Context: an optimization exercise on an open-source flow, tuned for small area. The choices shown serve that exercise and are no tape-out recipe. Function was checked by simulation only, so behaviour that the tests miss may differ from the original. No activity file was given, so power comes from the tool's default toggle rates.

==> v7: inputs <==
## load_queue
module load_queue (
    input  logic        clk,
    input  logic        rst,
    input  logic        flsh,
    input  logic [4:0]  mis_pred_ld_ptr,
    input  logic [4:0]  cmmt_ld_ptr,
    input  logic [31:0] indx_ld_al,
    input  logic        mem_rd,
    input  logic [5:0]  indx_ls,
    input  logic [15:0] addr_ls,
    input  logic [5:0]  phy_addr_ld_in,
    input  logic        ld_grnt,
    input  logic        done,
    input  logic [15:0] data_ca,
    input  logic        fwd,
    input  logic        fwd_rdy,
    input  logic [15:0] data_sq,
    output logic        stll,
    output logic        ld_req,
    output logic [15:0] addr,
    output logic [5:0]  phy_addr_ld,
    output logic [5:0]  indx_ld,
    output logic [6:0]  indx_fwd,
    output logic [15:0] data_ld,
    output logic        vld_ld,
    output logic        reg_wrt_ld
);
    localparam int D = 24;
    logic [4:0] head, tail, tail_inc, tail_nxt;
    logic       full, full_nxt;
  ...
export LEC_CHECK = 0
export CAP_MARGIN = 20
export CORE_MARGIN = 2
export CORE_UTILIZATION = 60
export SLEW_MARGIN = 20
create_clock -name core_clock -period 10.0 [get_ports {clk}]
standard.sh (not shown) runs the stock make flow with config.mk's settings and CLKGATE_MAP_FILE= SYNTH_SCRIPT=/design/flow/synth_recipe.tcl, a recipe that flattens the netlist after the stock synthesis.
==> flow/flow/run.sh <==
#!/bin/bash
# Own layout flow: the standard ORFS flow with
#  - the standard synthesis script, except that ABC maps for area (flow/abc_area.script)
#    and the entry storage module (lq_entry) is mapped on its own before the
#    design is flattened, so that its enable and inverted-enable inputs stay
#    separate signals for ABC
#  - port buffers of the smallest buffer cell, and repair buffers of that size only
#  - CTS with small clusters of clkbuf_8 and no dummy loads
set -euo pipefail
here=$(pwd)
export MY_ABC_SCRIPT=$here/flow/abc_area.script
export SYNTH_KEEP_MODULES=lq_entry
export BUFFER_PORTS_ARGS="-buffer_cell sky130_fd_sc_hd__buf_1"
export CTS_ARGS="-sink_clustering_enable -repair_clock_nets -dont_use_dummy_load -buf_list sky130_fd_sc_hd__clkbuf_8 -sink_clustering_size 16 -sink_clustering_max_diameter 60"
for s in FLOORPLAN GLOBAL_PLACE RESIZE DETAIL_PLACE REPAIR_TIMING_POST_PLACE CTS GLOBAL_ROUTE; do export PRE_${s}_TCL=$here/flow/dont_use.tcl; done
bash standard.sh SYNTH_SCRIPT=$here/flow/synth_custom.tcl finish > $here/flow_make.log 2>&1
==> flow/flow/abc_area.script <==
&get -n
&st
&dc2
&dc2
&syn2
&dch -f
&nf -a -E 100 -R 1000
&put
==> flow/flow/dont_use.tcl <==
# Repair buffers: only the small buf_1 / buf_2
set_dont_use [get_lib_cells {sky130_fd_sc_hd__buf_4 sky130_fd_sc_hd__buf_6 sky130_fd_sc_hd__buf_8 sky130_fd_sc_hd__buf_12 sky130_fd_sc_hd__buf_16 sky130_fd_sc_hd__clkdlybuf4s* sky130_fd_sc_hd__dlygate4sd* sky130_fd_sc_hd__dlymetal6s*}]
==> flow/flow/synth_custom.tcl <==
proc synth {args} { yosys synth -nofsm -noshare {*}$args }
set my_fh [open $::env(SCRIPTS_DIR)/synth.tcl]
set my_body [read $my_fh]
close $my_fh
set my_hook {source $::env(SCRIPTS_DIR)/synth_preamble.tcl}
set my_body [string map [list $my_hook "$my_hook\nset abc_args \[lreplace \$abc_args 1 1 \$::env(MY_ABC_SCRIPT)\]"] $my_body]
eval $my_body
# left out here: clear keep_hierarchy, flatten, clean up, hide names made inside functions, write 1_2_yosys.v
==> v9 (differences from v7) <==
--- a/flow/design.v
+++ b/flow/design.v
@@ -3,30 +3,12 @@
     typedef logic [5:0]  rob_idx_t;
     typedef logic [6:0]  fwd_idx_t;    
     typedef logic [15:0] mem_addr_t;
     typedef logic [15:0] mem_data_t;
     typedef logic [5:0]  phy_reg_t;
 endpackage
-`timescale 1ns/1ns
-module lq_entry (
-    input  logic               clk,
-    input  logic [23:0]        a_en,
-    input  logic [23:0]        a_en_n,
-    input  logic [21:0]        a_z,
-    input  logic [23:0]        i_en,
-    input  logic [23:0]        i_en_n,
-    input  logic [3:0][6:0]    i_z,
-    output logic [23:0][28:0]  s
-);
-    always_ff @(posedge clk) begin
-        for (int i = 0; i < 24; i++) begin
-            s[i][21:0]  <= ~((s[i][21:0] | {22{a_en[i]}}) & ({22{a_en_n[i]}} | a_z));
-            s[i][28:22] <= ~((s[i][28:22] | {7{i_en[i]}}) & ({7{i_en_n[i]}} | i_z[i % 4]));
-        end
-    end
-endmodule
 `timescale 1ns/1ns
 module load_queue (
     input  logic        clk,
     input  logic        rst,
     input  logic        flsh,
     input  logic [4:0]  mis_pred_ld_ptr,
@@ -82,59 +64,50 @@
             head <= cmmt_ld_ptr;
             tail <= tail_nxt;
             full <= full_nxt;
         end
     end
     assign stll = full;
-    logic [D-1:0] ge_head, lt_tail, occ, alloc_en;
+    logic [D-1:0] ge_head, lt_tail, occ, tail_oh, alloc_en;
     logic wrap;
     assign wrap = (tail < head) | full;
     always_comb begin
         for (int i = 0; i < D; i++) begin
             ge_head[i] = (5'(i) >= head);
             lt_tail[i] = (5'(i) < tail);
+            tail_oh[i] = (5'(i) == tail);
             occ[i] = (ge_head[i] & lt_tail[i]) | (wrap & (ge_head[i] | lt_tail[i]));
         end
         for (int i = 0; i < D; i++) begin
-            logic lt_ti;
-            lt_ti = (5'(i) < tail_inc);
-            alloc_en[i] = a[0] & ((tail_inc > tail) ? (~lt_tail[i] & lt_ti) : (~lt_tail[i] | lt_ti));
+            alloc_en[i] = (tail_oh[i] & a[0])
+                        | (tail_oh[(i + D - 1) % D] & a[1])
+                        | (tail_oh[(i + D - 2) % D] & a[2])
+                        | (tail_oh[(i + D - 3) % D] & a[3]);
         end
     end
-    logic [3:0][6:0] lane_rot;
+    logic [6:0] lane_rot [4];
     always_comb begin
         for (int j = 0; j < 4; j++)
             lane_rot[j] = indx_ld_al[8*((j - 32'(tail[1:0])) & 3) +: 7];
     end
-    logic         ph;
-    logic [D-1:0] pend, upd, upd_n, alloc_n, cur;
+    logic [6:0]  e_idx  [D];
+    logic [15:0] e_addr [D];
+    logic [5:0]  e_phy  [D];
+    logic [D-1:0] pend, upd, cur;
     logic         wb, busy;
-    logic [D-1:0][28:0] ent;           
-    logic [5:0]   key;
-    logic [21:0]  wr_data;
-    logic [3:0][6:0] wr_idx;
-    always_ff @(posedge clk or negedge rst) begin
-        if (!rst)
-            ph <= 1'b0;
-        else
-            ph <= ~ph;
+    always_comb begin
+        for (int i = 0; i < D; i++)
+            upd[i] = mem_rd & occ[i] & (e_idx[i][5:0] == indx_ls);
     end
-    assign key     = indx_ls ^ {6{ph}};
-    assign wr_data = {phy_addr_ld_in, addr_ls} ^ {22{ph}};
-    always_comb begin
-        for (int j = 0; j < 4; j++)
-            wr_idx[j] = lane_rot[j] ^ {7{ph}};
-        for (int i = 0; i < D; i++)
-            upd[i] = mem_rd & occ[i] & (ent[i][27:22] == key);
+    always_ff @(posedge clk) begin
+        for (int i = 0; i < D; i++) begin
+            e_idx[i]  <= ({7{alloc_en[i]}} & lane_rot[i % 4]) | ({7{occ[i]}} & e_idx[i]);
+            e_addr[i] <= {16{~alloc_en[i]}} & (e_addr[i] | ({16{upd[i]}} & addr_ls));
+            e_phy[i]  <= {6{~alloc_en[i]}} & (e_phy[i] | ({6{upd[i]}} & phy_addr_ld_in));
+        end
     end
-    assign upd_n   = ~upd;
-    assign alloc_n = ~alloc_en;
-    lq_entry store_i (
-        .clk(clk), .a_en(upd), .a_en_n(upd_n), .a_z(wr_data),
-        .i_en(alloc_en), .i_en_n(alloc_n), .i_z(wr_idx), .s(ent)
-    );
     always_ff @(posedge clk or negedge rst) begin
         if (!rst)
             pend <= '0;
         else
             pend <= (pend & ~({D{wb}} & cur)) | upd;
     end
@@ -156,18 +129,21 @@
             cur[i] = (cur_b == 5'(i));
     end
     always_ff @(posedge clk) begin
         if (!busy)
             cur_b <= grant_b;
     end
-    logic [28:0] rd;
     always_comb begin
-        rd = '0;
-        for (int i = 0; i < D; i++)
-            rd = rd | (ent[i] & {29{cur[i]}});
-        {indx_fwd, phy_addr_ld, addr} = rd ^ {29{ph}};
+        addr        = '0;
+        phy_addr_ld = '0;
+        indx_fwd    = '0;
+        for (int i = 0; i < D; i++) begin
+            addr        = addr        | (e_addr[i] & {16{cur[i]}});
+            phy_addr_ld = phy_addr_ld | (e_phy[i]  & {6{cur[i]}});
+            indx_fwd    = indx_fwd    | (e_idx[i]  & {7{cur[i]}});
+        end
     end
     assign indx_ld = indx_fwd[5:0];
     typedef enum logic [2:0] {
         st_idle    = 3'b000,
         st_req     = 3'b001,
         st_wb      = 3'b010,
==> flow/flow/run.sh (replaced) <==
#!/bin/bash
# Own layout flow: the standard ORFS flow with
#  - the standard synthesis script, except that ABC maps for area (flow/abc_area.script)
#  - port buffers of the smallest buffer cell
#  - CTS with small clusters of clkbuf_8 and no dummy loads
set -euo pipefail
here=$(pwd)
export MY_ABC_SCRIPT=$here/flow/abc_area.script
export BUFFER_PORTS_ARGS="-buffer_cell sky130_fd_sc_hd__buf_1"
export CTS_ARGS="-sink_clustering_enable -repair_clock_nets -dont_use_dummy_load -buf_list sky130_fd_sc_hd__clkbuf_8 -sink_clustering_size 16 -sink_clustering_max_diameter 60"
for s in FLOORPLAN GLOBAL_PLACE RESIZE DETAIL_PLACE REPAIR_TIMING_POST_PLACE CTS GLOBAL_ROUTE; do export PRE_${s}_TCL=$here/flow/dont_use.tcl; done
bash standard.sh SYNTH_SCRIPT=$here/flow/synth_custom.tcl finish > $here/flow_make.log 2>&1
==> flow/flow/abc_area.script (replaced) <==
&get -n
&st
&syn2
&dch
&nf -a
&put
==> flow/flow/dont_use.tcl (replaced) <==
set_dont_use [get_lib_cells {sky130_fd_sc_hd__buf_2 sky130_fd_sc_hd__buf_4 sky130_fd_sc_hd__buf_6 sky130_fd_sc_hd__buf_8 sky130_fd_sc_hd__buf_12 sky130_fd_sc_hd__buf_16}]
==> flow/config.mk (replaced) <==
export PLATFORM = sky130hd
export DESIGN_NAME = load_queue
export DESIGN_NICKNAME = load_queue
export VERILOG_FILES = /design/flow/design.v
export SDC_FILE = /design/flow/constraint.sdc
export NUM_CORES = 4
export LEC_CHECK = 0
export CAP_MARGIN = 0
export CORE_MARGIN = 2
export CORE_UTILIZATION = 60
export SLEW_MARGIN = 0
==> comparison table <==
Sequential fraction of the synthesis area: v7 52.6%; v9 51.1%
Post-Place Cells: v7 3,805; v9 4,155
Global routing met1 resource utilization: v7 61.8%; v9 54.1%
Library cells used by synthesis: v7 58; v9 53
Status: v7 no timing/DRC/antenna violations; v9 finished with violations
Layout check failures: v7 -; v9 capacitance limit, slew limit
Vias in the first global route: v7 29,400; v9 28,400
Count of flip-flops and latches: v7 756; v9 755
Starting Density: v7 61.0%; v9 61.1%
Hold EP: v7 store_i.s[34]$_DFF_P_; v9 data_q[12]$_DFF_P_
Cts bufs inserted: v7 57; v9 55
RR Endpoint: v7 store_i.s[317]$_DFF_P_; v9 e_phy[23][0]$_DFF_P_
Post-Syn Instances: v7 2,918; v9 3,225
Seq pwr share: v7 53.7%; v9 53.9%
Clock network contribution to total cell area: v7 2.42%; v9 2.31%
Largest net degree at the start of global routing: v7 40; v9 30
Buffers & Inverters on Critical Path: v7 5; v9 2
Reg2reg setup slack: v7 3.38 ns; v9 4.40 ns

[re-timing with driven ports]
How much do the figures lean on ideal ports? The routed layouts below were timed once more, with nothing changed but the port constraints.
Step 1: set_driving_cell puts a clkbuf_16 on clk and a buf_2 on each other input, an assumption about the parent block.
Step 2 times the ports against the registers' clock, not the clock port: input delays grow and output delays shrink by t, the midpoint of the rising clock arrivals with the driver on.
a / b / c = ideal ports / drivers / drivers and shift; a / b = the first two.
| run | shift t [ns] | setup slack, ns | worst setup path after step 2 | latest minus earliest clock arrival (ns) | worst register clock-pin slew, ns |
|---|---|---|---|---|---|
| v7 | 0.771 | 1.797 / 1.834 / 1.063 | input to register | 0.162 / 0.162 | 0.11 / 0.11 |
| v9 | 0.742 | 3.566 / 3.508 / 3.192 | input to register | 0.134 / 0.134 | 0.11 / 0.11 |
The setup slack of v7, which loses most, moves by +0.037 ns with the drivers and by -0.734 ns with both steps.
